Source: an optimization exercise on an open RTL-to-GDS flow (aim: small area, a short achievable clock period and few clock cycles per item). Production flows keep margins and buffers that such runs may drop.
Only simulation tests tie the RTL to the original design; equivalence was not proved.
Power figures rest on the tool's default switching activity, not on a simulated workload.

<file path="design/flow/flow/run.sh">
#!/bin/bash
export BUFFER_PORTS_ARGS="-buffer_cell sky130_fd_sc_hd__buf_1"
bash standard.sh cts > standard_cts.log 2>&1 || exit 1
bash standard.sh SETUP_SLACK_MARGIN=0 > standard.log 2>&1
</file>
<file path="design/flow/constraint.sdc">
create_clock -name core_clock -period 6.0 [get_ports {clock}]
set_input_delay 1.2000 -clock core_clock [delete_from_list [all_inputs] [get_ports {clock}]]
set_output_delay 1.2000 -clock core_clock [all_outputs]
set_load 0.01 [all_outputs]
</file>
<file path="design/flow/config.mk">
export PLATFORM = sky130hd
export DESIGN_NAME = rsfv_top
export DESIGN_NICKNAME = rsfv_top
export VERILOG_FILES = /design/flow/design.v
export SDC_FILE = /design/flow/constraint.sdc
export NUM_CORES = 4
export LEC_CHECK = 0
export CAP_MARGIN = 20
export CORE_MARGIN = 2
export CORE_UTILIZATION = 75
export CTS_BUF_LIST = sky130_fd_sc_hd__clkbuf_4 sky130_fd_sc_hd__clkbuf_8
export SETUP_SLACK_MARGIN = 3.5
export SLEW_MARGIN = 20
export SYNTH_HIERARCHICAL = 1
export SYNTH_MINIMUM_KEEP_SIZE = 0
export TNS_END_PERCENT = 5
</file>
<file path="design/flow/design.v">
`timescale 1ns / 1ps
package rsfv_pkg;
   localparam int NUM_SRC     = 3;
   localparam int VALUE_WIDTH = 64;
   localparam int SEQ_WIDTH   = 64;
   localparam int AGE_WIDTH   = 8;
   localparam int CSR_INDEX_W = 2;
   localparam int CSR_DATA_W  = 8;
   localparam int Q_DEPTH = 2;
   localparam int Q_PTR_W = $clog2(Q_DEPTH);
   localparam int Q_CNT_W = $clog2(Q_DEPTH + 1);
   localparam logic [1:0] FUNC_TICK    = 2'd0;
   localparam logic [1:0] FUNC_COMPARE = 2'd1;
   localparam logic [1:0] FUNC_COMBINE = 2'd2;
   localparam logic [CSR_INDEX_W-1:0] CSR_SOURCE_COUNT = 2'd0;
   localparam logic [CSR_INDEX_W-1:0] CSR_STALE_LIMIT  = 2'd1;
   localparam logic [CSR_INDEX_W-1:0] CSR_DOWNSELECT   = 2'd2;
   localparam logic [SEQ_WIDTH-1:0] SEQ_INVALID = {1'b1, {(SEQ_WIDTH-1){1'b0}}};
   localparam logic [63:0] VAL_EXT_MASK = ~({64{1'b1}} >> (64 - VALUE_WIDTH));
   typedef struct packed {
      logic [1:0]         func;
      logic signed [63:0] fresh_a;
      logic signed [63:0] fresh_b;
      logic signed [63:0] fresh_c;
      logic               use_sequence;
      logic signed [63:0] accepted_seq;
      logic [63:0]        value_a;
      logic [63:0]        value_b;
      logic [63:0]        value_c;
      logic               is_signed;
   } req_type;
   typedef struct packed {
      logic [2:0]  connected_mask;
      logic        any_connected;
      logic [63:0] result_value;
      logic        value_written;
      logic        b_c_agree;
   } rsp_type;
   typedef struct packed {
      logic [1:0]           source_count;
      logic [AGE_WIDTH-1:0] stale_limit;
      logic                 downselect_mode;
   } cfg_type;
   typedef struct packed {
      logic [1:0]             func;
      logic [NUM_SRC-1:0]     live_mask;
      logic                   b_c_equal;
      logic [VALUE_WIDTH-1:0] val_a;
      logic [VALUE_WIDTH-1:0] val_b;
      logic [VALUE_WIDTH-1:0] val_c;
      logic                   is_signed;
   } q_entry_type;
endpackage
`timescale 1ns / 1ps
module rsfv_inv (input logic a, output logic y);
   assign y = ~a;
endmodule
module rsfv_nand2 (input logic a, input logic b, output logic y);
   assign y = ~(a & b);
endmodule
module rsfv_nand3 (input logic a, input logic b, input logic c, output logic y);
   assign y = ~(a & b & c);
endmodule
module rsfv_nand4 (input logic a, input logic b, input logic c, input logic d,
                   output logic y);
   assign y = ~(a & b & c & d);
endmodule
module rsfv_nor2 (input logic a, input logic b, output logic y);
   assign y = ~(a | b);
endmodule
module rsfv_and3 (input logic a, input logic b, input logic c, output logic y);
   assign y = a & b & c;
endmodule
module rsfv_o21a (input logic a1, input logic a2, input logic b1, output logic y);
   assign y = (a1 | a2) & b1;
endmodule
module rsfv_a21o (input logic a1, input logic a2, input logic b1, output logic y);
   assign y = (a1 & a2) | b1;
endmodule
module rsfv_and2 (input logic a, input logic b, output logic y);
   assign y = a & b;
endmodule
module rsfv_xor2 (input logic a, input logic b, output logic y);
   assign y = a ^ b;
endmodule
module rsfv_xnor2 (input logic a, input logic b, output logic y);
   assign y = ~(a ^ b);
endmodule
module rsfv_nor2b (input logic a, input logic b_n, output logic y);
   assign y = ~(a | ~b_n);
endmodule
module rsfv_nand2b (input logic a_n, input logic b, output logic y);
   assign y = ~(~a_n & b);
endmodule
module rsfv_a21oi (input logic a1, input logic a2, input logic b1, output logic y);
   assign y = ~((a1 & a2) | b1);
endmodule
module rsfv_o21ai (input logic a1, input logic a2, input logic b1, output logic y);
   assign y = ~((a1 | a2) & b1);
endmodule
module rsfv_a22oi (input logic a1, input logic a2, input logic b1, input logic b2,
                   output logic y);
   assign y = ~((a1 & a2) | (b1 & b2));
endmodule
module rsfv_a31oi (input logic a1, input logic a2, input logic a3, input logic b1,
                   output logic y);
   assign y = ~((a1 & a2 & a3) | b1);
endmodule
module rsfv_gp2 (
   input  logic [1:0] a,
   input  logic [1:0] b,
   output logic       ng,
   output logic       np
);
   assign ng = ~((~a[1] & b[1]) | ((~a[1] | b[1]) & ~a[0] & b[0]));
   assign np = ~((~a[1] | b[1]) & (~a[0] | b[0]));
endmodule
module rsfv_gp_top (
   input  logic [1:0] a,
   input  logic [1:0] b,
   input  logic       sgn,
   output logic       ng,
   output logic       np
);
   logic g1;
   logic p1;
   assign g1 = sgn ? (a[1] & ~b[1]) : (~a[1] & b[1]);
   assign p1 = sgn ? (a[1] | ~b[1]) : (~a[1] | b[1]);
   assign ng = ~(g1 | (p1 & ~a[0] & b[0]));
   assign np = ~(p1 & (~a[0] | b[0]));
endmodule
module rsfv_less64 (
   input  logic [63:0] a,
   input  logic [63:0] b,
   input  logic        sgn,
   output logic        lt,
   output logic        nlt
);
   logic [31:0] g1, p1;
   logic [15:0] g2, p2;
   logic [7:0]  g3, p3;
   logic [3:0]  g4, p4;
   logic [1:0]  g5, p5;
   for (genvar i = 0; i < 31; i++) begin : gl1
      rsfv_gp2 u_gp (.a(a[2*i+1:2*i]), .b(b[2*i+1:2*i]), .ng(g1[i]), .np(p1[i]));
   end
   rsfv_gp_top u_top (.a(a[63:62]), .b(b[63:62]), .sgn(sgn), .ng(g1[31]), .np(p1[31]));
   for (genvar i = 0; i < 16; i++) begin : gl2
      rsfv_o21ai u_g (.a1(p1[2*i+1]), .a2(g1[2*i]), .b1(g1[2*i+1]), .y(g2[i]));
      if (i > 0) begin : gp
         rsfv_nor2 u_p (.a(p1[2*i+1]), .b(p1[2*i]), .y(p2[i]));
      end
   end
   assign p2[0] = 1'b0;
   for (genvar i = 0; i < 8; i++) begin : gl3
      rsfv_a21oi u_g (.a1(p2[2*i+1]), .a2(g2[2*i]), .b1(g2[2*i+1]), .y(g3[i]));
      if (i > 0) begin : gp
         rsfv_nand2 u_p (.a(p2[2*i+1]), .b(p2[2*i]), .y(p3[i]));
      end
   end
   assign p3[0] = 1'b1;
   for (genvar i = 0; i < 4; i++) begin : gl4
      rsfv_o21ai u_g (.a1(p3[2*i+1]), .a2(g3[2*i]), .b1(g3[2*i+1]), .y(g4[i]));
      if (i > 0) begin : gp
         rsfv_nor2 u_p (.a(p3[2*i+1]), .b(p3[2*i]), .y(p4[i]));
      end
   end
   assign p4[0] = 1'b0;
   for (genvar i = 0; i < 2; i++) begin : gl5
      rsfv_a21oi u_g (.a1(p4[2*i+1]), .a2(g4[2*i]), .b1(g4[2*i+1]), .y(g5[i]));
      if (i > 0) begin : gp
         rsfv_nand2 u_p (.a(p4[2*i+1]), .b(p4[2*i]), .y(p5[i]));
      end
   end
   assign p5[0] = 1'b1;
   rsfv_o21ai u_g6 (.a1(p5[1]), .a2(g5[0]), .b1(g5[1]), .y(lt));
   rsfv_o21a  u_n6 (.a1(p5[1]), .a2(g5[0]), .b1(g5[1]), .y(nlt));
endmodule
module rsfv_ne64 (
   input  logic [63:0] a,
   input  logic [63:0] b,
   output logic        ne,
   output logic [1:0]  eqh
);
   logic [63:0] e0;
   logic [15:0] n1;
   logic [7:0]  e2;
   logic [3:0]  n3;
   logic [1:0]  e4;
   for (genvar i = 0; i < 64; i++) begin : gx
      rsfv_xnor2 u_x (.a(a[i]), .b(b[i]), .y(e0[i]));
   end
   for (genvar i = 0; i < 16; i++) begin : g1
      rsfv_nand4 u_n (.a(e0[4*i]), .b(e0[4*i+1]), .c(e0[4*i+2]), .d(e0[4*i+3]), .y(n1[i]));
   end
   for (genvar i = 0; i < 8; i++) begin : g2
      rsfv_nor2 u_n (.a(n1[2*i]), .b(n1[2*i+1]), .y(e2[i]));
   end
   for (genvar i = 0; i < 4; i++) begin : g3
      rsfv_nand2 u_n (.a(e2[2*i]), .b(e2[2*i+1]), .y(n3[i]));
   end
   for (genvar i = 0; i < 2; i++) begin : g4
      rsfv_nor2 u_n (.a(n3[2*i]), .b(n3[2*i+1]), .y(e4[i]));
   end
   rsfv_nand2 u_top (.a(e4[0]), .b(e4[1]), .y(ne));
   assign eqh = e4;
endmodule
module rsfv_z63 (
   input  logic [62:0] a,
   output logic        z
);
   logic [31:0] z1;
   logic [7:0]  n2;
   logic [3:0]  z3;
   logic [1:0]  n4;
   for (genvar i = 0; i < 31; i++) begin : g1
      rsfv_nor2 u_n (.a(a[2*i]), .b(a[2*i+1]), .y(z1[i]));
   end
   rsfv_inv u_n62 (.a(a[62]), .y(z1[31]));
   for (genvar i = 0; i < 8; i++) begin : g2
      rsfv_nand4 u_n (.a(z1[4*i]), .b(z1[4*i+1]), .c(z1[4*i+2]), .d(z1[4*i+3]), .y(n2[i]));
   end
   for (genvar i = 0; i < 4; i++) begin : g3
      rsfv_nor2 u_n (.a(n2[2*i]), .b(n2[2*i+1]), .y(z3[i]));
   end
   for (genvar i = 0; i < 2; i++) begin : g4
      rsfv_nand2 u_n (.a(z3[2*i]), .b(z3[2*i+1]), .y(n4[i]));
   end
   rsfv_nor2 u_top (.a(n4[0]), .b(n4[1]), .y(z));
endmodule
`timescale 1ns / 1ps
module rsfv_top (
   input  logic        clock,
   input  logic        reset,
   input  logic        csr_we,
   input  logic [1:0]  csr_index,
   input  logic [7:0]  csr_wdata,
   input  logic        req_valid,
   output logic        req_stall,
   input  logic [1:0]  req_func,
   input  logic [63:0] req_fresh_a,
   input  logic [63:0] req_fresh_b,
   input  logic [63:0] req_fresh_c,
   input  logic        req_use_sequence,
   input  logic [63:0] req_accepted_seq,
   input  logic [63:0] req_value_a,
   input  logic [63:0] req_value_b,
   input  logic [63:0] req_value_c,
   input  logic        req_is_signed,
   output logic        rsp_valid,
   input  logic        rsp_stall,
   output logic [2:0]  rsp_connected_mask,
   output logic        rsp_any_connected,
   output logic [63:0] rsp_result_value,
   output logic        rsp_value_written,
   output logic        rsp_b_c_agree
);
   logic [1:0]  src_cnt_ff;
   logic [7:0]  stale_ff;
   logic        ds_ff;
   logic [63:0] last_ff [0:2];
   logic [2:0]  seen_ff;
   logic [7:0]  age_ff  [0:2];
   logic [2:0]  mask_ff;
   logic        bc_ff;
   logic        ov_ff;
   logic [2:0]  o_mask_ff;
   logic        o_any_ff;
   logic        o_bc_ff;
   logic        o_wr_ff;
   logic [63:0] o_val_ff;
   logic        load;
   logic        accept;
   logic        is_tick;
   logic        is_cmp;
   logic        is_comb;
   rsfv_and2  u_stall (.a(ov_ff), .b(rsp_stall), .y(req_stall));
   rsfv_nand2 u_load  (.a(ov_ff), .b(rsp_stall), .y(load));
   assign accept  = req_valid & load;
   assign is_tick = req_func == 2'd0;
   assign is_cmp  = req_func == 2'd1;
   assign is_comb = req_func == 2'd2;
   logic [63:0] fresh [0:2];
   logic [2:0]  ne_seq;
   logic [1:0]  eq_seq [0:2];
   logic [2:0]  ne_last;
   logic [1:0]  eq_last_unused [0:2];
   logic [2:0]  zero;
   logic [2:0]  in_range;
   logic [2:0]  valid_f;
   logic [2:0]  t_seq;
   logic [2:0]  t_last;
   logic [2:0]  t_new;
   logic [2:0]  e_take;
   logic [2:0]  n_seq;
   logic [2:0]  n_upd_seq;
   logic [2:0]  n_upd_last;
   logic [2:0]  updated;
   logic [2:0]  n_updated;
   logic [2:0]  n_upd_age;
   logic [3:0]  take [0:2];
   logic [2:0]  age_inc;
   logic [2:0]  live_upd;
   logic [2:0]  live_keep;
   logic [2:0]  r_upd;
   logic [2:0]  r_keep;
   logic [2:0]  n_r1;
   logic [2:0]  n_r0;
   logic [2:0]  rsp_mask;
   logic [2:0]  n_rsp_mask;
   logic        rsp_any;
   logic [2:0]  s_upd;
   logic [2:0]  s_keep;
   logic [2:0]  n_s1;
   logic [2:0]  n_s0;
   logic [7:0]  age_k   [0:2];
   logic [7:0]  age_p   [0:2];
   logic [7:0]  age_q   [0:2];
   logic [7:0]  age_d   [0:2];
   logic        seen_p;
   logic [2:0]  seen_q;
   logic [2:0]  seen_d;
   logic [2:0]  mask_pu;
   logic [2:0]  mask_pk;
   logic [2:0]  mask_d;
   logic        e_tick;
   logic        bc_in;
   logic        ne_bc;
   logic [1:0]  eq_bc_unused;
   assign fresh[0] = req_fresh_a;
   assign fresh[1] = req_fresh_b;
   assign fresh[2] = req_fresh_c;
   rsfv_ne64 u_bc (.a(req_value_b), .b(req_value_c), .ne(ne_bc), .eqh(eq_bc_unused));
   always_comb begin
      for (int i = 0; i < 3; i++) begin
         in_range[i] = 2'(i) < src_cnt_ff;
         valid_f[i]  = in_range[i] & ~zero[i];
         t_seq[i]    = valid_f[i] & req_use_sequence;
         t_last[i]   = valid_f[i] & ~req_use_sequence;
         t_new[i]    = valid_f[i] & ~req_use_sequence & ~seen_ff[i];
         e_take[i]   = accept & is_tick & valid_f[i];
         age_inc[i]  = age_ff[i] < stale_ff;
         live_upd[i]  = in_range[i] && stale_ff != 8'd0;
         live_keep[i] = in_range[i] && (age_inc[i] ? (age_ff[i] + 8'd1) < stale_ff : 1'b0);
         r_upd[i]     = is_tick ? live_upd[i] : mask_ff[i];
         r_keep[i]    = is_tick ? live_keep[i] : mask_ff[i];
      end
      e_tick = accept & is_tick;
      seen_p = ~reset & e_tick;
      for (int i = 0; i < 3; i++) begin
         age_k[i]   = (in_range[i] && age_inc[i]) ? age_ff[i] + 8'd1 : age_ff[i];
         age_p[i]   = {8{~reset & e_tick}} & age_k[i];
         age_q[i]   = reset ? 8'd1 : {8{~e_tick}} & age_ff[i];
         seen_q[i]  = ~reset & seen_ff[i];
         mask_pu[i] = ~reset & (e_tick ? live_upd[i] : mask_ff[i]);
         mask_pk[i] = ~reset & (e_tick ? live_keep[i] : mask_ff[i]);
      end
      bc_in = is_tick ? 1'b1 :
              is_cmp  ? bc_ff & ~ne_bc : bc_ff;
   end
   for (genvar i = 0; i < 3; i++) begin : g_src
      rsfv_ne64 u_seq  (.a(fresh[i]), .b(req_accepted_seq), .ne(ne_seq[i]), .eqh(eq_seq[i]));
      rsfv_ne64 u_last (.a(fresh[i]), .b(last_ff[i]), .ne(ne_last[i]), .eqh(eq_last_unused[i]));
      rsfv_z63  u_zero (.a(fresh[i][62:0]), .z(zero[i]));
      rsfv_nand3 u_us (.a(t_seq[i]), .b(eq_seq[i][0]), .c(eq_seq[i][1]), .y(n_upd_seq[i]));
      rsfv_nand2 u_ul (.a(t_last[i]), .b(ne_last[i]), .y(n_upd_last[i]));
      rsfv_nand3 u_up (.a(n_upd_seq[i]), .b(n_upd_last[i]), .c(~t_new[i]), .y(updated[i]));
      rsfv_and3  u_nu (.a(n_upd_seq[i]), .b(n_upd_last[i]), .c(~t_new[i]), .y(n_updated[i]));
      rsfv_and3  u_na (.a(n_upd_seq[i]), .b(n_upd_last[i]), .c(~t_new[i]), .y(n_upd_age[i]));
      rsfv_nand2 u_ns (.a(req_use_sequence), .b(ne_seq[i]), .y(n_seq[i]));
      for (genvar q = 0; q < 4; q++) begin : g_tk
         rsfv_and2 u_tk (.a(e_take[i]), .b(n_seq[i]), .y(take[i][q]));
      end
      rsfv_nand2 u_r1 (.a(updated[i]), .b(r_upd[i]), .y(n_r1[i]));
      rsfv_nand2 u_r0 (.a(n_updated[i]), .b(r_keep[i]), .y(n_r0[i]));
      rsfv_nand2 u_r  (.a(n_r1[i]), .b(n_r0[i]), .y(rsp_mask[i]));
      rsfv_and2  u_nr (.a(n_r1[i]), .b(n_r0[i]), .y(n_rsp_mask[i]));
      for (genvar b = 0; b < 8; b++) begin : g_age
         rsfv_a21o u_d (.a1(n_upd_age[i]), .a2(age_p[i][b]), .b1(age_q[i][b]), .y(age_d[i][b]));
      end
      rsfv_a21o  u_seen (.a1(updated[i]), .a2(seen_p), .b1(seen_q[i]), .y(seen_d[i]));
      rsfv_nand2 u_s1 (.a(updated[i]), .b(mask_pu[i]), .y(n_s1[i]));
      rsfv_nand2 u_s0 (.a(n_updated[i]), .b(mask_pk[i]), .y(n_s0[i]));
      rsfv_nand2 u_s  (.a(n_s1[i]), .b(n_s0[i]), .y(mask_d[i]));
   end
   always_ff @(posedge clock) begin
      if (reset) begin
         src_cnt_ff <= 2'd3;
         stale_ff   <= 8'd1;
         ds_ff      <= 1'b0;
         bc_ff      <= 1'b1;
      end else begin
         if (csr_we) begin
            case (csr_index)
               2'd0: src_cnt_ff <= csr_wdata[1:0];
               2'd1: stale_ff   <= csr_wdata;
               2'd2: ds_ff      <= csr_wdata[0];
               default: begin
               end
            endcase
         end
         if (accept)
            bc_ff <= bc_in;
      end
   end
   always_ff @(posedge clock) begin
      mask_ff <= mask_d;
      seen_ff <= seen_d;
      for (int i = 0; i < 3; i++)
         age_ff[i] <= age_d[i];
   end
   always_ff @(posedge clock) begin
      for (int i = 0; i < 3; i++)
         for (int q = 0; q < 4; q++)
            if (take[i][q])
               last_ff[i][16*q +: 16] <= fresh[i][16*q +: 16];
   end
   logic l_ab;
   logic l_bc;
   logic l_ac;
   logic nl_ab;
   logic nl_bc;
   logic nl_ac;
   rsfv_less64 u_ab  (.a(req_value_a), .b(req_value_b), .sgn(req_is_signed), .lt(l_ab), .nlt(nl_ab));
   rsfv_less64 u_bcl (.a(req_value_b), .b(req_value_c), .sgn(req_is_signed), .lt(l_bc), .nlt(nl_bc));
   rsfv_less64 u_ac  (.a(req_value_a), .b(req_value_c), .sgn(req_is_signed), .lt(l_ac), .nlt(nl_ac));
   logic wr_in;
   logic hold;
   logic k_a;
   logic k_b;
   logic k_c;
   logic m_ab;
   logic m_ac;
   logic m_bc;
   logic m3;
   logic load_c;
   logic k_a_w, k_b_w, k_c_w, m_ab_w, m_ac_w, m_bc_w, m3_w;
   always_comb begin
      wr_in  = is_comb && mask_ff != 3'b000;
      k_a_w  = wr_in && (mask_ff == 3'b001 ||
                         (ds_ff && (mask_ff == 3'b011 || mask_ff == 3'b101)) ||
                         (ds_ff && mask_ff == 3'b111 && !bc_ff));
      k_b_w  = wr_in && (mask_ff == 3'b010 || (ds_ff && mask_ff == 3'b110) ||
                         (ds_ff && mask_ff == 3'b111 && bc_ff));
      k_c_w  = wr_in && mask_ff == 3'b100;
      m_ab_w = wr_in && !ds_ff && mask_ff == 3'b011;
      m_ac_w = wr_in && !ds_ff && mask_ff == 3'b101;
      m_bc_w = wr_in && !ds_ff && mask_ff == 3'b110;
      m3_w   = wr_in && !ds_ff && mask_ff == 3'b111;
   end
   rsfv_nand2 u_load_c (.a(ov_ff), .b(rsp_stall), .y(load_c));
   rsfv_and2  u_hold   (.a(ov_ff), .b(rsp_stall), .y(hold));
   rsfv_and2  u_ka  (.a(load_c), .b(k_a_w),  .y(k_a));
   rsfv_and2  u_kb  (.a(load_c), .b(k_b_w),  .y(k_b));
   rsfv_and2  u_kc  (.a(load_c), .b(k_c_w),  .y(k_c));
   rsfv_and2  u_mab (.a(load_c), .b(m_ab_w), .y(m_ab));
   rsfv_and2  u_mac (.a(load_c), .b(m_ac_w), .y(m_ac));
   rsfv_and2  u_mbc (.a(load_c), .b(m_bc_w), .y(m_bc));
   rsfv_and2  u_m3  (.a(load_c), .b(m3_w),   .y(m3));
   logic [3:0] ta;
   logic [3:0] tb;
   logic [3:0] tc;
   logic [3:0] sel_a;
   logic [3:0] sel_b;
   logic [3:0] sel_c;
   rsfv_a21oi u_ta0 (.a1(m_ab), .a2(nl_ab), .b1(k_a), .y(ta[0]));
   rsfv_nand2 u_ta1 (.a(m_ac), .b(nl_ac), .y(ta[1]));
   rsfv_nand4 u_ta2 (.a(m3), .b(nl_ab), .c(l_bc), .d(l_ac), .y(ta[2]));
   rsfv_nand4 u_ta3 (.a(m3), .b(l_ab), .c(nl_bc), .d(nl_ac), .y(ta[3]));
   for (genvar q = 0; q < 4; q++) begin : g_sa
      rsfv_nand4 u_s (.a(ta[0]), .b(ta[1]), .c(ta[2]), .d(ta[3]), .y(sel_a[q]));
   end
   rsfv_a21oi u_tb0 (.a1(m_ab), .a2(l_ab), .b1(k_b), .y(tb[0]));
   rsfv_nand2 u_tb1 (.a(m_bc), .b(nl_bc), .y(tb[1]));
   rsfv_nand3 u_tb2 (.a(m3), .b(l_ab), .c(l_bc), .y(tb[2]));
   rsfv_nand3 u_tb3 (.a(m3), .b(nl_ab), .c(nl_bc), .y(tb[3]));
   for (genvar q = 0; q < 4; q++) begin : g_sb
      rsfv_nand4 u_s (.a(tb[0]), .b(tb[1]), .c(tb[2]), .d(tb[3]), .y(sel_b[q]));
   end
   rsfv_a21oi u_tc0 (.a1(m_ac), .a2(l_ac), .b1(k_c), .y(tc[0]));
   rsfv_nand2 u_tc1 (.a(m_bc), .b(l_bc), .y(tc[1]));
   rsfv_nand4 u_tc2 (.a(m3), .b(nl_ab), .c(l_bc), .d(nl_ac), .y(tc[2]));
   rsfv_nand4 u_tc3 (.a(m3), .b(l_ab), .c(nl_bc), .d(l_ac), .y(tc[3]));
   for (genvar q = 0; q < 4; q++) begin : g_sc
      rsfv_nand4 u_s (.a(tc[0]), .b(tc[1]), .c(tc[2]), .d(tc[3]), .y(sel_c[q]));
   end
   logic [63:0] na;
   logic [63:0] nb;
   logic [63:0] nc;
   logic [63:0] nq;
   logic [63:0] val_d;
   for (genvar i = 0; i < 64; i++) begin : g_val
      rsfv_nand2 u_a (.a(sel_a[i/16]), .b(req_value_a[i]), .y(na[i]));
      rsfv_nand2 u_b (.a(sel_b[i/16]), .b(req_value_b[i]), .y(nb[i]));
      rsfv_nand2 u_c (.a(sel_c[i/16]), .b(req_value_c[i]), .y(nc[i]));
      rsfv_nand2 u_q (.a(hold), .b(o_val_ff[i]), .y(nq[i]));
      rsfv_nand4 u_o (.a(na[i]), .b(nb[i]), .c(nc[i]), .d(nq[i]), .y(val_d[i]));
   end
   rsfv_nand3 u_any (.a(n_rsp_mask[0]), .b(n_rsp_mask[1]), .c(n_rsp_mask[2]), .y(rsp_any));
   always_ff @(posedge clock) begin
      if (reset)
         ov_ff <= 1'b0;
      else if (load)
         ov_ff <= req_valid;
   end
   always_ff @(posedge clock) begin
      if (load) begin
         o_mask_ff <= rsp_mask;
         o_any_ff  <= rsp_any;
         o_bc_ff   <= bc_in;
         o_wr_ff   <= wr_in;
      end
   end
   always_ff @(posedge clock)
      o_val_ff <= val_d;
   assign rsp_valid          = ov_ff;
   assign rsp_connected_mask = o_mask_ff;
   assign rsp_any_connected  = o_any_ff;
   assign rsp_b_c_agree      = o_bc_ff;
   assign rsp_value_written  = o_wr_ff;
   assign rsp_result_value   = o_val_ff;
endmodule
</file>
<file path="design/flow/standard.sh">
#!/bin/bash
# synth_recipe.tcl (not shown) runs the flow's synth.tcl, then flattens the netlist and writes it again
# the make line also repeats each setting of config.mk as NAME=value (left out here)
make -C /OpenROAD-flow-scripts/flow DESIGN_CONFIG=/design/flow/config.mk WORK_HOME=/design/flow/orfs CLKGATE_MAP_FILE= SYNTH_SCRIPT=/design/flow/synth_recipe.tcl "${@:-finish}"
</file>
==> results_dict.tcl, run 1 <==
set metrics [dict create \
    dieArea_um2 31400 \
    clock_sinks 305 \
    slew_viol_final 0 \
    drt-initial-drc-count 2592 \
    cap_violations 0 \
    status "no timing/DRC/antenna violations" \
    rsz0062_at_grt "no" \
    worstMarginPinSlew_ns 0.730 \
    leakagePower_nw 9.66 \
    peakVddDrop_uv 198 \
    ios 539 \
    setup.worst_path.start_class "input port" \
    core_um2 29600 \
    path_class "input port to flip-flop" \
    timing.fmax_mhz 333 \
    root_buffer "clkbuf_8" \
    grt_overflow 0 \
    fin_setup_tns_ns 0 \
    netlist_area_um2 22500 \
    swShare_pct 30.5 \
    comb_power_share_pct 21.6 \
    fin_ws_ns 3.00 \
    hpwl_um 54400 \
    ant_nets 0 \
    placementRows 63 \
    hold_viol 0 \
    cts_buffers 51 \
    power.switching_mw 1.65 \
    syn_inst 2570 \
    min_period_ns 3.00 \
    routedWlPerCell_um 21.2 \
    die_h_um 177 \
    period_share_pct 50.1 \
    cts.reportedPaths.clkPinSlew_ns 0.06 \
    cts_tree "yes" \
    antenna_found_initial 16 \
    grt_pass1_vias 23000 \
    syn_area_per_cell_um2 8.74 \
    r2r_slack_ns 3.11 \
    grt.total_usage_pct 47.5 \
    postRouteWirelength_um 76600 \
    initial_core_util_pct 76.0 \
    drive_above_1_share_pct 12.5 \
    place_ws_ns 1.89 \
    endpoint_kind "flip-flop" \
    gp_congestion 0.965 \
    dr.pass1.iters 6 \
    fin_skew_ns 0.0387 \
    fin_nets 3679 \
    portBuffers 538 \
    fp.dieW_um 177 \
    cts_buffer_depth 3 \
    grt_pass1_wl_um 117000 \
    dr_total_vias 23100 \
    critPathMaxFanout 16 \
    finalSetupViolCount 0 \
    syn_nets 3082 \
    drc 0 \
    hold_class "flip-flop to flip-flop" \
    worstSkewPairLatency_ns 0.64 \
    synth.yosys.warnings 23 \
    htreeDepth 2 \
    cp_data_arrival_time_ns 3.48 \
    viasPerCell 6.39 \
    slew_headroom_pct 50.1 \
    clockPowerShare_pct 35.5 \
    power_density_nw_per_um2 206 \
    grt_max_degree 38 \
    seqPwrFrac_pct 42.9 \
    intPower_mw 3.76 \
    required_ns 6.47 \
    area_growth_pct 17.0 \
    total_power_mw 5.41 \
]
## worst paths after layout
kind / start / endpoint / cells past startpoint
max: req_value_c[49] / o_val_ff[1]$_DFF_P_ / 13
min: o_val_ff[62]$_DFF_P_ / o_val_ff[62]$_DFF_P_ / 2
max reg2reg: age_ff[1][1]$_DFF_P_ / o_any_ff$_DFFE_PP_ / 12
min reg2reg: o_val_ff[62]$_DFF_P_ / o_val_ff[62]$_DFF_P_ / 2
## power by group through the flow
stage	clock network (mW)	registers [mW]	logic (mW)
2_1_floorplan	0	2.37	0.645
3_3_place_gp	0	2.36	1.04
3_5_place_dp	0	2.36	1.09
4_1_cts	1.90	2.32	1.13
5_1_grt	2.01	2.32	1.25
6_report	1.92	2.32	1.17
## critical path, cell delays in order
cell and delay [ns]:
buf_1 0.25, inv_1 0.14, a22o_2 0.28, nor2_1 0.14
nand2_1 0.06, nor2_1 0.18, nand2_1 0.16, o21a_1 0.26
nand3_1 0.18, nand4_1 0.14, buf_4 0.25, nand2_1 0.11
nand4_1 0.11
## routing by layer
layer  global-route usage [%]  vias up  wire length [um]
li1                         -    10100                 -
met2                     77.4     1744             35600
met5                        0        -                39
met4                     34.6        6              5910
met1                     52.2    10700             25600
met3                     15.0      511              9470
## stage by stage
step                cell area, um2  std cells  utilization, %  hold WS, ns
floorplan                    22500       2570               -        0.463
global placement             25000       3485            84.4        0.457
detailed placement           25000       3485            84.4        0.465
CTS                          26300       3597            88.8        0.478
global route                 26300       3608            88.9        0.513
finish                       26300       3611            89.0        0.474
## area by class of cell
type                    instances  area, um2
fillers                      1478       3260
multi-input cells            2041      13600
diodes                         13       32.5
inverters                     208        785
well taps                     390        488
repair buffers                560       2230
clock buffers                  69        875
flip-flops and latches        305       8090
clock inverters                25        155
## placed cells by master, fill, tap and decap left out, drive strengths merged, types with 3 or more instances in the layout
| master | instances |
|---|---|
| clkbuf | 70 |
| clkinv | 23 |
| o22ai | 3 |
| and3 | 16 |
| maj3 | 93 |
| mux2i | 11 |
| o21ai | 78 |
| a31o | 10 |
| a211oi | 3 |
| ha | 45 |
| a21o | 32 |
| nor2b | 8 |
| nand3 | 15 |
| o21a | 9 |
| nand2b | 108 |
| xnor2 | 455 |
| and2 | 45 |
| or2 | 4 |
| nor3 | 10 |
| a211o | 7 |
| inv | 208 |
| a21oi | 57 |
| edfxtp | 198 |
| or3 | 6 |
| o31ai | 7 |
| a2111oi | 4 |
| nor2 | 279 |
| o41ai | 4 |
| buf | 559 |
| dfxtp | 107 |
| nand4 | 220 |
| diode | 13 |
| nand2 | 384 |
| xor2 | 14 |
| a22o | 90 |
| o211ai | 4 |
| a22oi | 3 |
## sequential cells by signal (all words and copies together), names as in the netlist
register	cells
o_wr_ff	1
bc_ff	1
o_any_ff	1
last_ff	192
mask_ff	3
seen_ff	3
o_val_ff	64
o_mask_ff	3
ds_ff	1
o_bc_ff	1
stale_ff	8
ov_ff	1
src_cnt_ff	2
age_ff	24
## what timing repair did
item / 4_1_cts / 5_1_grt
buffers inserted: 18 / 0
endpoints found under the setup margin: 291 / 0
hold buffers: 0 / 0
endpoints found under the hold margin: 0 / 0
resized for setup: 65 / 0
Testbench counts, summed over its fixed seeds: cycles 8,208, items 8,192.
==> inputs of run 2 (changes only) <==
--- a/design/flow/config.mk
+++ b/design/flow/config.mk
@@ -8,5 +8,5 @@
 export CAP_MARGIN = 20
 export CORE_MARGIN = 2
-export CORE_UTILIZATION = 75
+export CORE_UTILIZATION = 60
 export CTS_BUF_LIST = sky130_fd_sc_hd__clkbuf_4 sky130_fd_sc_hd__clkbuf_8
 export SETUP_SLACK_MARGIN = 3.5
@@ -14,3 +14,3 @@
 export SYNTH_HIERARCHICAL = 1
 export SYNTH_MINIMUM_KEEP_SIZE = 0
-export TNS_END_PERCENT = 5
+export TNS_END_PERCENT = 1
==> run 2 against run 1 <==
Net effect:
- critical endpoint is now o_val_ff[7]$_DFF_P_
- global-route usage down 12 points
- design area up 1.3%
- cell count up 2.5%
- core utilization down 17 points
- worst hold slack about the same
- die area up 24%
- setup slack better by 0.033 ns
- flip-flop and latch count unchanged
- via count down 8.0%
==> results_dict.tcl, run 2 <==
set metrics [dict create \
    status "no timing/DRC/antenna violations" \
    min_period_ns 2.97 \
    worstMarginPinSlew_ns 0.972 \
    path_buf_inv 4 \
    cts_buffer_depth 3 \
    endpoint_kind "flip-flop" \
    cts_buffers 53 \
    required_ns 6.57 \
    rsz0062_at_grt "no" \
    finalSetupViolCount 0 \
    crit_family "simple AND/OR/NAND/NOR gates" \
    cp_data_arrival_time_ns 3.54 \
    area_growth_pct 18.6 \
    postRouteWirelength_um 70900 \
    cts_tree "yes" \
    worstSkewPairLatency_ns 0.67 \
    syn_inst 2570 \
    fin_ws_ns 3.03 \
    dr_total_vias 21200 \
    core_um2 36800 \
    cap_violations 0 \
    grt_overflow 0 \
    ant_nets 0 \
    power_density_nw_per_um2 210 \
    timing.fmax_mhz 337 \
    cts_hold_buf 0 \
    dr.pass1.iters 6 \
    gp_congestion 0.938 \
    fin_skew_ns 0.0560 \
    hold_class "flip-flop to flip-flop" \
    period_share_pct 49.5 \
    cts.reportedPaths.clkPinSlew_ns 0.06 \
    setup.worst_path.start_class "input port" \
    placementRows 70 \
    ff2ff_path_depth 12 \
    clock_sinks 305 \
    crit_chain "buf_1 -> inv_1 -> a22o_2 -> nor2_1 -> nand2_1 -> nor2_1 -> nand2_1 -> o21ai_2 -> nand4_1 -> nand4_1 -> buf_6 -> buf_12 -> nand2_1 -> nand4_1" \
    mostFrequentLayoutCell "buf_1" \
    antenna_found_initial 19 \
    root_buffer "clkbuf_8" \
    drive_above_1_share_pct 13.3 \
    ios 539 \
    leakagePower_nw 9.82 \
    holdWs_ns 0.474 \
    min_delay_path_depth 2 \
    viasPerCell 5.73 \
    hold_viol 0 \
    fp.dieW_um 198 \
    slowest_stage "nor2_1" \
    syn_area_per_cell_um2 8.74 \
    initial_core_util_pct 61.1 \
    drc 0 \
    place_ws_ns 1.71 \
    hpwl_um 54600 \
    crit_cells 14 \
    wl_met3_um 6140 \
    drt-met1-wl_um 28200 \
    grt.total_usage_pct 35.7 \
    top_register "last_ff" \
    cpPeakStageDelay_ns 0.28 \
    slew_viol_final 0 \
    synth.yosys.warnings 23 \
    die_h_um 198 \
    netlist_area_um2 22500 \
    dieArea_um2 39000 \
    path_class "input port to flip-flop" \
    critPathMaxFanout 8 \
    fin_nets 3682 \
    final_cell_mix "497 x buf_1, 455 x xnor2_1, 380 x nand2_1" \
    dr.max_layer_used "met5" \
    fin_setup_tns_ns 0 \
    grt_pass1_wl_um 110000 \
    largest_reg_flops 192 \
    grt_max_degree 51 \
    peakVddDrop_uv 198 \
    dr_wl_met2_um 33300 \
    drt-initial-drc-count 1623 \
    slew_headroom_pct 34.9 \
    portBuffers 538 \
    htreeDepth 2 \
    syn_nets 3082 \
    biggestRegsByFlops "last_ff: 192 flops, o_val_ff: 64 flops, age_ff: 24 flops" \
    grt_pass1_vias 20900 \
    routedWlPerCell_um 19.1 \
]
==> run 2: area by class of cell <==
type / count / area, um2
Clock inverter: 22 / 239
Timing Repair Buffer: 561 / 2300
Clock buffer: 76 / 940
Tap cell: 468 / 586
Multi-Input combinational cell: 2041 / 13600
Fill cell: 2964 / 10100
Antenna cell: 21 / 52.6
Sequential cell: 305 / 8090
Inverter: 208 / 785
==> run 2: power by group <==
group	leakage, nW	switching, mW	internal [mW]
clock	0.620	0.913	1.22
sequential	2.67	0.0292	2.29
combinational	6.53	0.665	0.480
total	9.82	1.61	3.99
==> run 2: tightest hold or removal path, cell delays in order, from the launching register on <==
cell     delay [ns]
dfxtp_1        0.32
nand2_1        0.05
nand4_1        0.07
==> run 2: layer usage <==
metal | global-route usage, % | vias up
met5 | 0 | -
met4 | 19.5 | 4
met3 | 7.89 | 185
met2 | 58.3 | 892
met1 | 43.9 | 10000
li1 | - | 10100
==> run 2: worst paths after layout <==
| kind | startpoint | end | slack, ns |
|---|---|---|---|
| max | req_value_c[37] | o_val_ff[7]$_DFF_P_ | 3.03 |
| min | o_val_ff[9]$_DFF_P_ | o_val_ff[9]$_DFF_P_ | 0.47 |
| max reg2reg | age_ff[0][0]$_DFF_P_ | o_any_ff$_DFFE_PP_ | 3.25 |
| min reg2reg | o_val_ff[9]$_DFF_P_ | o_val_ff[9]$_DFF_P_ | 0.47 |
==> run 2: repair_timing <==
| item | in CTS | in global routing |
|---|---|---|
| setup buffers | 19 | 0 |
| gates resized for setup | 89 | 0 |
| endpoints found under the setup margin | 293 | 0 |
==> run 2: stage by stage <==
| stage | area (um2) | util, % | cells | power (mW) |
|---|---|---|---|---|
| floorplan | 22500 | - | 2570 | 3.01 |
| global placement | 25100 | 68.1 | 3563 | 3.42 |
| detailed placement | 25100 | 68.1 | 3563 | 3.46 |
| CTS | 26600 | 72.3 | 3681 | 5.62 |
| global route | 26600 | 72.4 | 3698 | 5.83 |
| finish | 26600 | 72.4 | 3702 | 5.60 |
==> inputs of run 3 (changes only) <==
--- a/design/flow/config.mk
+++ b/design/flow/config.mk
@@ -14,3 +14,3 @@
 export SYNTH_HIERARCHICAL = 1
 export SYNTH_MINIMUM_KEEP_SIZE = 0
-export TNS_END_PERCENT = 1
+export TNS_END_PERCENT = 5
==> run 3 against run 2 <==
Net effect:
- still clean on timing, DRC and antenna
- non-clock buffer count increased by 1
- sequential power about the same
- power increased by 0.27%
- cell count about the same
- synthesized area unchanged
- count of clock-buffer cells in the layout unchanged
- flip-flop and latch count unchanged
- core utilization increased by 0.39 points
- register-to-register slack got worse by 0.02 ns
- worst hold slack improved by 0.0022 ns
- critical path type unchanged
- critical endpoint is now o_val_ff[13]$_DFF_P_
==> results_dict.tcl, run 3 <==
set metrics [dict create \
    htreeDepth 2 \
    hold_class "flip-flop to flip-flop" \
    final_cell_mix "472 x buf_1, 455 x xnor2_1, 370 x nand2_1" \
    grt_pass1_wl_um 110000 \
    peakVddDrop_uv 198 \
    fin_skew_ns 0.0579 \
    status "no timing/DRC/antenna violations" \
    grt_overflow 0 \
    antenna_found_initial 20 \
    netlist_area_um2 22500 \
    cap_violations 0 \
    clock_sinks 305 \
    ant_nets 0 \
    area_growth_pct 19.2 \
    syn_inst 2570 \
    fin_nets 3683 \
    viasPerCell 5.75 \
    core_um2 36800 \
    placed_cells 3563 \
    final_util_pct 72.8 \
    finalSetupViolCount 0 \
    slew_headroom_pct 36.0 \
    drt-initial-drc-count 1590 \
    dpl_cell_area_um2 25100 \
    drc 0 \
    required_ns 6.50 \
    hpwl_um 54600 \
    portBuffers 538 \
    ios 539 \
    die_h_um 198 \
    syn_area_per_cell_um2 8.74 \
    cts.reportedPaths.clkPinSlew_ns 0.05 \
    cp_data_arrival_time_ns 3.40 \
    root_buffer "clkbuf_8" \
    dieArea_um2 39000 \
    cts_buffer_depth 3 \
    drive_above_1_share_pct 14.9 \
    postRouteWirelength_um 71300 \
    dr.pass1.iters 6 \
    cts_hold_buf 0 \
    worstSkewPairLatency_ns 0.68 \
    cts_buffers 53 \
    fp.dieW_um 198 \
    final_cell_area_um2 26800 \
    grt.total_usage_pct 35.9 \
    grt_max_degree 51 \
    endpoint_kind "flip-flop" \
    syn_nets 3082 \
    fillers 2954 \
    worstMarginPinSlew_ns 0.955 \
    fin_cells 3705 \
    timing.fmax_mhz 345 \
    power_density_nw_per_um2 210 \
    biggestRegsByFlops "last_ff: 192 flops, o_val_ff: 64 flops, age_ff: 24 flops" \
    fin_setup_tns_ns 0 \
    routedWlPerCell_um 19.2 \
    top_register "last_ff" \
    hold_viol 0 \
    synth.yosys.warnings 23 \
    mostFrequentLayoutCell "buf_1" \
    setup.worst_path.start_class "input port" \
    largest_reg_flops 192 \
    path_class "input port to flip-flop" \
    cts_tree "yes" \
    leakagePower_nw 9.93 \
    initial_core_util_pct 61.1 \
    period_share_pct 48.3 \
    gp_congestion 0.938 \
    critPathMaxFanout 8 \
    rsz0062_at_grt "no" \
    min_period_ns 2.90 \
    grt_pass1_vias 21000 \
    slew_viol_final 0 \
    placementRows 70 \
    dr_total_vias 21300 \
]
-- run 3: critical path, stage by stage --
cell     delay [ns]
buf_1          0.25
inv_1          0.12
maj3_2         0.30
o21ai_1        0.18
a21oi_2        0.08
o21ai_2        0.18
a21oi_2        0.09
o21a_1         0.16
nand4_1        0.23
nand4_1        0.14
buf_6          0.17
buf_8          0.15
nand2_2        0.06
nand4_1        0.08
-- run 3: report_power, final --
| part | switching, mW | leakage, nW | total, mW | internal, mW |
|---|---|---|---|---|
| clock network | 0.913 | 0.620 | 2.14 | 1.22 |
| logic | 0.672 | 6.64 | 1.16 | 0.487 |
| registers | 0.0290 | 2.67 | 2.32 | 2.29 |
-- run 3: per-stage QoR --
| stage | worst slack [ns] | power [mW] | hold WS, ns |
|---|---|---|---|
| final | 3.10 | 5.62 | 0.476 |
| after global routing | 2.93 | 5.85 | 0.498 |
| after CTS | 3.26 | 5.63 | 0.479 |
| after detailed placement | 1.71 | 3.46 | 0.461 |
| after global placement | 1.79 | 3.42 | 0.459 |
| after floorplan | 2.86 | 3.01 | 0.463 |
-- run 3: area by class of cell --
| type | instances | area (um2) | area share, % |
|---|---|---|---|
| diodes | 23 | 57.6 | 0.215 |
| well taps | 468 | 586 | 2.19 |
| multi-input cells | 2041 | 13700 | 51.3 |
| repair buffers | 562 | 2350 | 8.79 |
| inverters | 208 | 785 | 2.93 |
| clock inverters | 22 | 239 | 0.892 |
| flip-flops and latches | 305 | 8090 | 30.2 |
| clock buffers | 76 | 940 | 3.51 |
-- run 3: per-layer routing --
layer  vias to the layer above  part of all wire (%)  wire length, um  track usage, %
met1                     10200                    40            28600            44.4
met3                       173                   8.3             5920            7.73
li1                      10100                     -                -               -
met2                       840                    47            33700            58.5
met4                         6                   4.4             3130            19.7
met5                         -                 0.063               45               0
-- run 3: path summary, 6_finish.rpt --
path                                      startpoint                   end  slack [ns]  cells after the start
worst max register to register  age_ff[0][0]$_DFF_P_    o_any_ff$_DFFE_PP_        3.23                     11
worst min-delay path             o_val_ff[9]$_DFF_P_   o_val_ff[9]$_DFF_P_        0.48                      2
worst min register to register   o_val_ff[9]$_DFF_P_   o_val_ff[9]$_DFF_P_        0.48                      2
worst max-delay path                 req_value_b[33]  o_val_ff[13]$_DFF_P_        3.10                     14
-- run 3: what timing repair did --
| action | 4_1_cts | 5_1_grt |
|---|---|---|
| setup endpoints to repair | 293 | 0 |
| hold endpoints to repair | 0 | 0 |
| gates resized for setup | 143 | 0 |
| setup buffers | 20 | 0 |
==> inputs of run 4 (changes only) <==
==> design/flow/flow/run.sh (replaced) <==
#!/bin/bash
export BUFFER_PORTS_ARGS="-buffer_cell sky130_fd_sc_hd__buf_1"
bash standard.sh cts > standard_cts.log 2>&1 || exit 1
bash standard.sh SETUP_SLACK_MARGIN=3.4 > standard.log 2>&1
==> run 4 against run 3 <==
Net effect:
- maximum frequency decreased by 1.8%
- largest power group unchanged
- clock skew is 0.0054 ns lower
- die area did not move
- worst hold slack better by 0.0029 ns
- still clean
==> results_dict.tcl, run 4 <==
set metrics [dict create \
    status "no timing/DRC/antenna violations" \
    antenna_found_initial 19 \
    crit_cells 14 \
    intPower_mw 4.04 \
    grt_pass1_wl_um 110000 \
    min_period_ns 2.95 \
    hpwl_um 54600 \
    grt_pass1_vias 21000 \
    area_growth_pct 22.6 \
    final_cell_mix "454 x xnor2_1, 423 x buf_1, 359 x nand2_1" \
    sequential_cell_area_um2 8110 \
    rsz0062_at_grt "yes" \
    slew_headroom_pct 33.8 \
    cts_buffers 53 \
    hold_viol 0 \
    timing.fmax_mhz 339 \
    setup.worst_path.start_class "input port" \
    syn_area_per_cell_um2 8.74 \
    comb_power_share_pct 21.6 \
    cts.reportedPaths.clkPinSlew_ns 0.06 \
    cap_violations 0 \
    path_class "input port to flip-flop" \
    fin_setup_tns_ns 0 \
    initial_core_util_pct 61.1 \
    critPathMaxFanout 16 \
    grt_use_met1_pct 44.4 \
    swShare_pct 29.0 \
    gp_congestion 0.938 \
    met2_usage_pct 58.5 \
    drt-initial-drc-count 1729 \
    syn_nets 3082 \
    netlist_area_um2 22500 \
    leakagePower_nw 10.4 \
    grt_overflow 0 \
    core_um2 36800 \
    fp.dieW_um 198 \
    largest_reg_flops 192 \
    ant_nets 0 \
    biggestRegsByFlops "last_ff: 192 flops, o_val_ff: 64 flops, age_ff: 24 flops" \
    seqPwrFrac_pct 40.8 \
    finalSetupViolCount 0 \
    peakVddDrop_uv 198 \
    cp_data_arrival_time_ns 3.55 \
    power_density_nw_per_um2 206 \
    portBuffers 538 \
    dieArea_um2 39000 \
    cts_hold_buf 0 \
    placementRows 70 \
    cts_buffer_depth 3 \
    routedWlPerCell_um 19.6 \
    fin_nets 3706 \
    grt.total_usage_pct 35.9 \
    crit_family "compound AO/OA/AOI/OAI gates" \
    postRouteWirelength_um 73100 \
    slowest_stage "a21oi_4" \
    mostFrequentLayoutCell "xnor2_1" \
    worstSkewPairLatency_ns 0.67 \
    grt_use_met3_pct 7.73 \
    endpoint_kind "flip-flop" \
    cpPeakStageDelay_ns 0.25 \
    synth.yosys.warnings 23 \
    grt-busiest-layer "met2" \
    syn_inst 2570 \
    die_h_um 198 \
    clock_sinks 305 \
    viasPerCell 5.79 \
    worstMarginPinSlew_ns 0.989 \
    htreeDepth 2 \
    dr.pass1.iters 8 \
    path_buf_inv 3 \
    final_util_pct 74.9 \
    drc 0 \
    fillers 2839 \
    fin_skew_ns 0.0526 \
    dr_total_vias 21600 \
    ff2ff_path_depth 8 \
    min_delay_path_depth 2 \
    clockPowerShare_pct 37.6 \
    drive_above_1_share_pct 19.5 \
    critPathMostFrequentCell "nand4_1" \
    power.switching_mw 1.65 \
    root_buffer "clkbuf_8" \
    grt_max_degree 51 \
    period_share_pct 49.2 \
    multiInputGateArea_um2 14200 \
    cts_tree "yes" \
    ios 539 \
    top_register "last_ff" \
    required_ns 6.60 \
    hold_class "flip-flop to flip-flop" \
    crit_chain "buf_1 -> nand2b_1 -> maj3_2 -> o21ai_1 -> a21oi_2 -> o21ai_2 -> a21oi_4 -> o21a_1 -> nand4_1 -> buf_4 -> nand4_1 -> buf_4 -> nand2_1 -> nand4_1" \
    slew_viol_final 0 \
]
-- run 4: final timing paths --
kind	slack, ns	to	start
setup / recovery	3.05	o_val_ff[39]$_DFF_P_	req_value_a[8]
hold / removal	0.48	o_val_ff[62]$_DFF_P_	o_val_ff[62]$_DFF_P_
setup reg to reg	3.27	age_ff[0][4]$_DFF_P_	ov_ff$_SDFFE_PP0P_
hold reg to reg	0.48	o_val_ff[62]$_DFF_P_	o_val_ff[62]$_DFF_P_
-- run 4: area by class of cell --
| type | count | area share, % |
|---|---|---|
| flip-flops and latches | 305 | 29.4 |
| diodes | 22 | 0.200 |
| clock inverters | 22 | 0.868 |
| repair buffers | 585 | 9.67 |
| inverters | 208 | 2.85 |
| well taps | 468 | 2.13 |
| clock buffers | 76 | 3.41 |
| multi-input cells | 2041 | 51.4 |
-- run 4: worst reg2reg max path, stage by stage, from the launching register on --
cell and delay [ns]:
dfxtp_1 0.50, nand2_1 0.30, nand4bb_2 0.37, or2_4 0.45, clkinvlp_4 0.42, nand2_1 0.17, a21oi_1 0.05, a31o_2 0.22
a21o_1 0.15
-- run 4: power groups by stage --
stage / Combinational [mW] / Sequential (mW) / Clock, mW
final: 1.23 / 2.32 / 2.14
after global routing: 1.33 / 2.32 / 2.27
after CTS: 1.14 / 2.32 / 2.17
after detailed placement: 1.10 / 2.36 / 0
after global placement: 1.06 / 2.36 / 0
after floorplan: 0.645 / 2.37 / 0
-- run 4: timing repair --
action / CTS / global route
endpoints found under the setup margin: 293 / 282
resized for setup: 143 / 186
setup buffers: 20 / 21
cloned: 1 / 2
pin swaps: 36 / 44
-- run 4: layer usage --
| layer | share of wire, % | up-vias | wire length [um] |
|---|---|---|---|
| met3 | 8.4 | 191 | 6180 |
| met1 | 40 | 10300 | 29000 |
| li1 | - | 10200 | - |
| met2 | 47 | 929 | 34600 |
| met4 | 4.6 | 4 | 3330 |
| met5 | 0.041 | - | 30 |
-- run 4: through the flow --
step                      total power [mW]  hold slack [ns]  cell area [um2]  instances  worst slack (ns)
after global routing                  5.91            0.498            27500       3721              2.97
final                                 5.69            0.479            27500       3727              3.05
after global placement                3.42            0.459            25100       3563              1.79
after CTS                             5.63            0.479            26700       3682              3.26
after floorplan                       3.01            0.463            22500       2570              2.86
after detailed placement              3.46            0.461            25100       3563              1.71
==> inputs of run 5 (changes only) <==
==> design/flow/flow/run.sh (replaced) <==
#!/bin/bash
export BUFFER_PORTS_ARGS="-buffer_cell sky130_fd_sc_hd__buf_1"
bash standard.sh cts > standard_cts.log 2>&1 || exit 1
bash standard.sh SETUP_SLACK_MARGIN=0 > standard.log 2>&1
--- a/design/flow/config.mk
+++ b/design/flow/config.mk
@@ -9,5 +9,7 @@
 export CORE_MARGIN = 2
 export CORE_UTILIZATION = 60
-export CTS_BUF_LIST = sky130_fd_sc_hd__clkbuf_4 sky130_fd_sc_hd__clkbuf_8
+export CTS_BUF_LIST = sky130_fd_sc_hd__clkbuf_8
+export CTS_CLUSTER_DIAMETER = 50
+export CTS_CLUSTER_SIZE = 15
 export SETUP_SLACK_MARGIN = 3.5
 export SLEW_MARGIN = 20
==> run 5 against run 4 <==
Net effect:
- still clean
- wire length decreased by 3.2%
- synthesized cell count stayed put
- maximum frequency down 2.4%
- register-to-register slack about the same
- non-clock buffer count decreased by 24
- via count fell by 1.7%
- count of clock-buffer cells in the layout is 34 lower
- setup slack got worse by 0.072 ns
- worst hold slack got worse by 0.0013 ns
- critical path type unchanged
- largest power group unchanged
- highest routed layer unchanged
==> results_dict.tcl, run 5 <==
set metrics [dict create \
    status "no timing/DRC/antenna violations" \
    mostFrequentLayoutCell "buf_1" \
    comb_power_share_pct 21.8 \
    fin_setup_tns_ns 0 \
    syn_nets 3082 \
    largest_reg_flops 192 \
    dieArea_um2 39000 \
    hpwl_um 54600 \
    die_h_um 198 \
    hold_viol 0 \
    fin_nets 3670 \
    grt.total_usage_pct 35.7 \
    worstSkewPairLatency_ns 0.64 \
    cts_tree "yes" \
    root_buffer "clkbuf_8" \
    clock_sinks 305 \
    timing.fmax_mhz 331 \
    grt_max_degree 51 \
    netlist_area_um2 22500 \
    required_ns 6.56 \
    cap_violations 0 \
    cts_buffer_depth 3 \
    leakagePower_nw 9.80 \
    critPathMostFrequentCell "nand4_1" \
    antenna_found_initial 16 \
    min_period_ns 3.02 \
    final_util_pct 72.2 \
    cts_hold_buf 0 \
    grt_pass1_wl_um 110000 \
    clockPowerShare_pct 34.6 \
    ant_nets 0 \
    postRouteWirelength_um 70800 \
    grt_pass1_vias 20800 \
    peakVddDrop_uv 229 \
    fp.dieW_um 198 \
    biggestRegsByFlops "last_ff: 192 flops, o_val_ff: 64 flops, age_ff: 24 flops" \
    routedWlPerCell_um 19.3 \
    intPower_mw 3.66 \
    slew_viol_final 0 \
    cpPeakStageDelay_ns 0.26 \
    rsz0062_at_grt "no" \
    placed_cells 3563 \
    gp_congestion 0.938 \
    slowest_stage "a22o_2" \
    area_growth_pct 18.2 \
    drt-initial-drc-count 1602 \
    hold_class "flip-flop to flip-flop" \
    cts.reportedPaths.clkPinSlew_ns 0.07 \
    viasPerCell 5.77 \
    synth.yosys.warnings 23 \
    seqPwrFrac_pct 43.6 \
    fin_cells 3676 \
    swShare_pct 31.1 \
    syn_inst 2570 \
    endpoint_kind "flip-flop" \
    worstMarginPinSlew_ns 1.01 \
    drc 0 \
    finalSetupViolCount 0 \
    cp_data_arrival_time_ns 3.58 \
    setup.worst_path.start_class "input port" \
    total_power_mw 5.31 \
    grt_overflow 0 \
    drive_above_1_share_pct 14.5 \
    slew_headroom_pct 32.5 \
    portBuffers 538 \
    cts_buffers 41 \
    final_cell_mix "469 x buf_1, 455 x xnor2_1, 368 x nand2_1" \
    holdWs_ns 0.478 \
    dr.pass1.iters 5 \
    initial_core_util_pct 61.1 \
    critPathMaxFanout 8 \
    dr_total_vias 21200 \
    power_density_nw_per_um2 200 \
    ios 539 \
    period_share_pct 50.4 \
    path_class "input port to flip-flop" \
    syn_area_per_cell_um2 8.74 \
    fin_skew_ns 0.0316 \
    crit_chain "buf_1 -> inv_1 -> a22o_2 -> nor2_1 -> nand2_1 -> o21ai_2 -> a21oi_2 -> o21ai_2 -> nand4_1 -> nand4_1 -> buf_6 -> buf_12 -> nand2_1 -> nand4_1" \
    placementRows 70 \
    power.switching_mw 1.65 \
    htreeDepth 2 \
    core_um2 36800 \
    top_register "last_ff" \
]
[run 5: repair_timing]
item                       CTS  global route
gates resized for setup    150             0
setup endpoints to repair  293             0
setup buffers               19             0
hold endpoints to repair     0             0
[run 5: worst paths after layout]
| path | startpoint | to | slack [ns] | depth (start not counted) |
|---|---|---|---|---|
| worst min register to register | o_val_ff[62]$_DFF_P_ | o_val_ff[62]$_DFF_P_ | 0.48 | 2 |
| worst max-delay path | req_value_c[13] | o_val_ff[8]$_DFF_P_ | 2.98 | 14 |
| worst min-delay path | o_val_ff[62]$_DFF_P_ | o_val_ff[62]$_DFF_P_ | 0.48 | 2 |
| worst max register to register | age_ff[1][1]$_DFF_P_ | o_any_ff$_DFFE_PP_ | 3.26 | 12 |
[run 5: metrics by stage]
step	setup slack, ns	instance area [um2]
final	2.98	26500
after global routing	2.90	26500
after CTS	3.26	26500
after detailed placement	1.71	25100
after global placement	1.79	25100
after floorplan	2.86	22500
[run 5: final cells by class]
class	count	area [um2]
clock buffers	42	578
diodes	17	42.5
multi-input cells	2041	13700
well taps	468	586
flip-flops and latches	305	8090
clock inverters	34	368
inverters	208	785
repair buffers	561	2370
fillers	2951	10200
[run 5: power by group through the flow]
stage          Combinational, mW  Sequential (mW)  Clock (mW)
5_1_grt                     1.26             2.32        1.96
2_1_floorplan              0.645             2.37           0
4_1_cts                     1.14             2.32        1.88
3_3_place_gp                1.06             2.36           0
6_report                    1.16             2.32        1.84
3_5_place_dp                1.10             2.36           0
[run 5: critical path, delay by kind of cell]
family	cells	cell delay [ns]
buffers and inverters	4	0.58
AO/OA/AOI/OAI	4	0.82
AND/OR/NAND/NOR	6	0.97
[run 5: metal layers]
metal | vias to the layer above | part of all wire (%) | global-route usage [%]
met3 | 202 | 8.4 | 7.10
met4 | 4 | 4.7 | 18.1
met1 | 10000 | 40 | 44.2
li1 | 10100 | - | -
met2 | 892 | 47 | 59.4
met5 | - | 0.042 | 0
==> inputs of run 6 (changes only) <==
--- a/design/flow/config.mk
+++ b/design/flow/config.mk
@@ -16,3 +16,3 @@
 export SYNTH_HIERARCHICAL = 1
 export SYNTH_MINIMUM_KEEP_SIZE = 0
-export TNS_END_PERCENT = 5
+export TNS_END_PERCENT = 1
==> run 6 against run 5 <==
Net effect:
- still clean on timing, DRC and antenna
- non-clock buffer count did not move
- synthesized cell count did not move
- via count rose by 0.34%
- clock power barely moved
- largest power group unchanged
==> results_dict.tcl, run 6 <==
set metrics [dict create \
    status "no timing/DRC/antenna violations" \
    ios 539 \
    cts_hold_buf 0 \
    rsz0062_at_grt "no" \
    required_ns 6.56 \
    min_delay_path_depth 2 \
    htreeDepth 2 \
    cts_buffer_depth 3 \
    netlist_area_um2 22500 \
    grt.total_usage_pct 35.7 \
    final_cell_mix "471 x buf_1, 455 x xnor2_1, 380 x nand2_1" \
    worstSkewPairLatency_ns 0.64 \
    grt_pass1_vias 20800 \
    dieArea_um2 39000 \
    cts.reportedPaths.clkPinSlew_ns 0.08 \
    cp_data_arrival_time_ns 3.58 \
    top_register "last_ff" \
    cap_violations 0 \
    portBuffers 538 \
    dr_total_vias 21300 \
    critPathMostFrequentCell "nand4_1" \
    die_h_um 198 \
    hold_end "o_val_ff[62]$_DFF_P_" \
    slew_viol_final 0 \
    slew_headroom_pct 34.2 \
    drc 0 \
    hold_class "flip-flop to flip-flop" \
    sequential_cell_area_um2 8090 \
    multiInputGateArea_um2 13700 \
    period_share_pct 50.5 \
    clock_sinks 305 \
    cpPeakStageDelay_ns 0.27 \
    path_class "input port to flip-flop" \
    grt_max_degree 51 \
    syn_nets 3082 \
    synth.yosys.warnings 23 \
    worstMarginPinSlew_ns 0.983 \
    timing.fmax_mhz 330 \
    leakagePower_nw 9.79 \
    placementRows 70 \
    critPathMaxFanout 8 \
    routedWlPerCell_um 19.3 \
    grt_pass1_wl_um 109000 \
    slowest_stage "a22o_2" \
    cts_buffers 41 \
    power_density_nw_per_um2 200 \
    antenna_found_initial 16 \
    postRouteWirelength_um 70900 \
    root_buffer "clkbuf_8" \
    peakVddDrop_uv 229 \
    mostFrequentLayoutCell "buf_1" \
    hold_start "o_val_ff[62]$_DFF_P_" \
    fin_skew_ns 0.0364 \
    initial_core_util_pct 61.1 \
    core_um2 36800 \
    fin_nets 3670 \
    area_growth_pct 18.0 \
    drive_above_1_share_pct 14.0 \
    startpoint "req_value_c[13]" \
    r2r_slack_ns 3.25 \
    endpoint_kind "flip-flop" \
    finalSetupViolCount 0 \
    hpwl_um 54600 \
    ff2ff_path_depth 12 \
    fin_setup_tns_ns 0 \
    setup.worst_path.start_class "input port" \
    cts_tree "yes" \
    largest_reg_flops 192 \
    worst_r2r_endpoint "o_any_ff$_DFFE_PP_" \
    r2r-start "age_ff[1][1]$_DFF_P_" \
    syn_area_per_cell_um2 8.74 \
    viasPerCell 5.79 \
    grt_overflow 0 \
    biggestRegsByFlops "last_ff: 192 flops, o_val_ff: 64 flops, age_ff: 24 flops" \
    syn_inst 2570 \
    min_period_ns 3.03 \
    crit_chain "buf_1 -> inv_1 -> a22o_2 -> nor2_1 -> nand2_1 -> o21ai_2 -> a21oi_2 -> o21ai_2 -> nand4_1 -> nand4_1 -> buf_6 -> buf_12 -> nand2_1 -> nand4_1" \
    gp_congestion 0.938 \
    fp.dieW_um 198 \
    drt-initial-drc-count 1613 \
    ant_nets 0 \
    total_power_mw 5.31 \
    dr.pass1.iters 6 \
    hold_viol 0 \
    fillers 2965 \
]
## run 6: repair_timing
| action | 4_1_cts | 5_1_grt |
|---|---|---|
| endpoints found under the setup margin | 293 | 0 |
| buffers inserted | 19 | 0 |
| resized for setup | 133 | 0 |
## run 6: final cells by class
type | instances | area share, %
flip-flops and latches | 305 | 30.5
diodes | 19 | 0.179
clock inverters | 34 | 1.39
clock buffers | 42 | 2.18
inverters | 208 | 2.96
multi-input cells | 2041 | 51.7
well taps | 468 | 2.21
repair buffers | 561 | 8.89
## run 6: layer usage
layer,up-vias,track usage [%],share of wire [%]
met3,199,7.14,8.4
met5,-,0,0.042
met4,4,18.2,4.6
met1,10100,44.2,40
met2,900,59.2,47
li1,10100,-,-
## run 6: critical path, delay by kind of cell
family,cells,cell delay [ns]
compound gates,4,0.85
buf+inv,4,0.55
simple gates,6,0.97
## run 6: power by group
part / switching (mW) / internal, mW
registers: 0.0288 / 2.29
logic: 0.671 / 0.486
clock network: 0.948 / 0.888
total: 1.65 / 3.66
## run 6: how the worst max path moves through the flow
stage / endpoint / slack [ns] / cells past startpoint
floorplan: o_val_ff[0]$_DFF_P_ / 2.86 / 11
global placement: o_val_ff[1]$_DFF_P_ / 1.79 / 12
detailed placement: o_val_ff[8]$_DFF_P_ / 1.71 / 12
CTS: req_stall / 3.26 / 3
global route: o_val_ff[7]$_DFF_P_ / 2.92 / 15
finish: o_val_ff[7]$_DFF_P_ / 2.97 / 14
## run 6: metrics by stage
stage	instances	setup WS (ns)	area, um2	util, %	hold WS (ns)
after floorplan	2570	2.86	22500	-	0.463
after global placement	3563	1.79	25100	68.1	0.459
after detailed placement	3563	1.71	25100	68.1	0.461
after CTS	3659	3.26	26500	71.9	0.478
after global routing	3673	2.92	26500	72.0	0.499
final	3678	2.97	26500	72.1	0.478

==> port drivers added, routing unchanged <==
The flow's constraints put no driver on any port. The routed layouts listed below were extracted and timed again, unchanged, in two steps.
Step 1, drivers: a clkbuf_16 drives clock and a buf_2 each remaining input, both assumed.
Step 2 moves the port delays by t, midway between the first and last clock arrival at a register: inputs arrive t later, outputs are due t later. That takes back most of the time a late clock gives input paths.
Three values: ideal, step 1, step 2; two values: the first two.
run	t, ns	slack for setup (ns)	hold slack, ns
run 1	0.676	2.996 / 3.017 / 2.340	0.474 / 0.474 / 0.474
run 2	0.696	3.029 / 2.958 / 2.262	0.474 / 0.474 / 0.474
run 3	0.702	3.100 / 3.059 / 2.357	0.476 / 0.476 / 0.476
run 4	0.699	3.047 / 3.041 / 2.343	0.479 / 0.479 / 0.479
run 5	0.681	2.975 / 2.999 / 2.318	0.478 / 0.478 / 0.478
run 6	0.676	2.972 / 2.999 / 2.323	0.478 / 0.478 / 0.478
After both steps setup and hold are still met in every run listed. For run 2, which loses most, drivers alone change the setup slack by -0.071 ns; drivers and shift together by -0.767 ns.
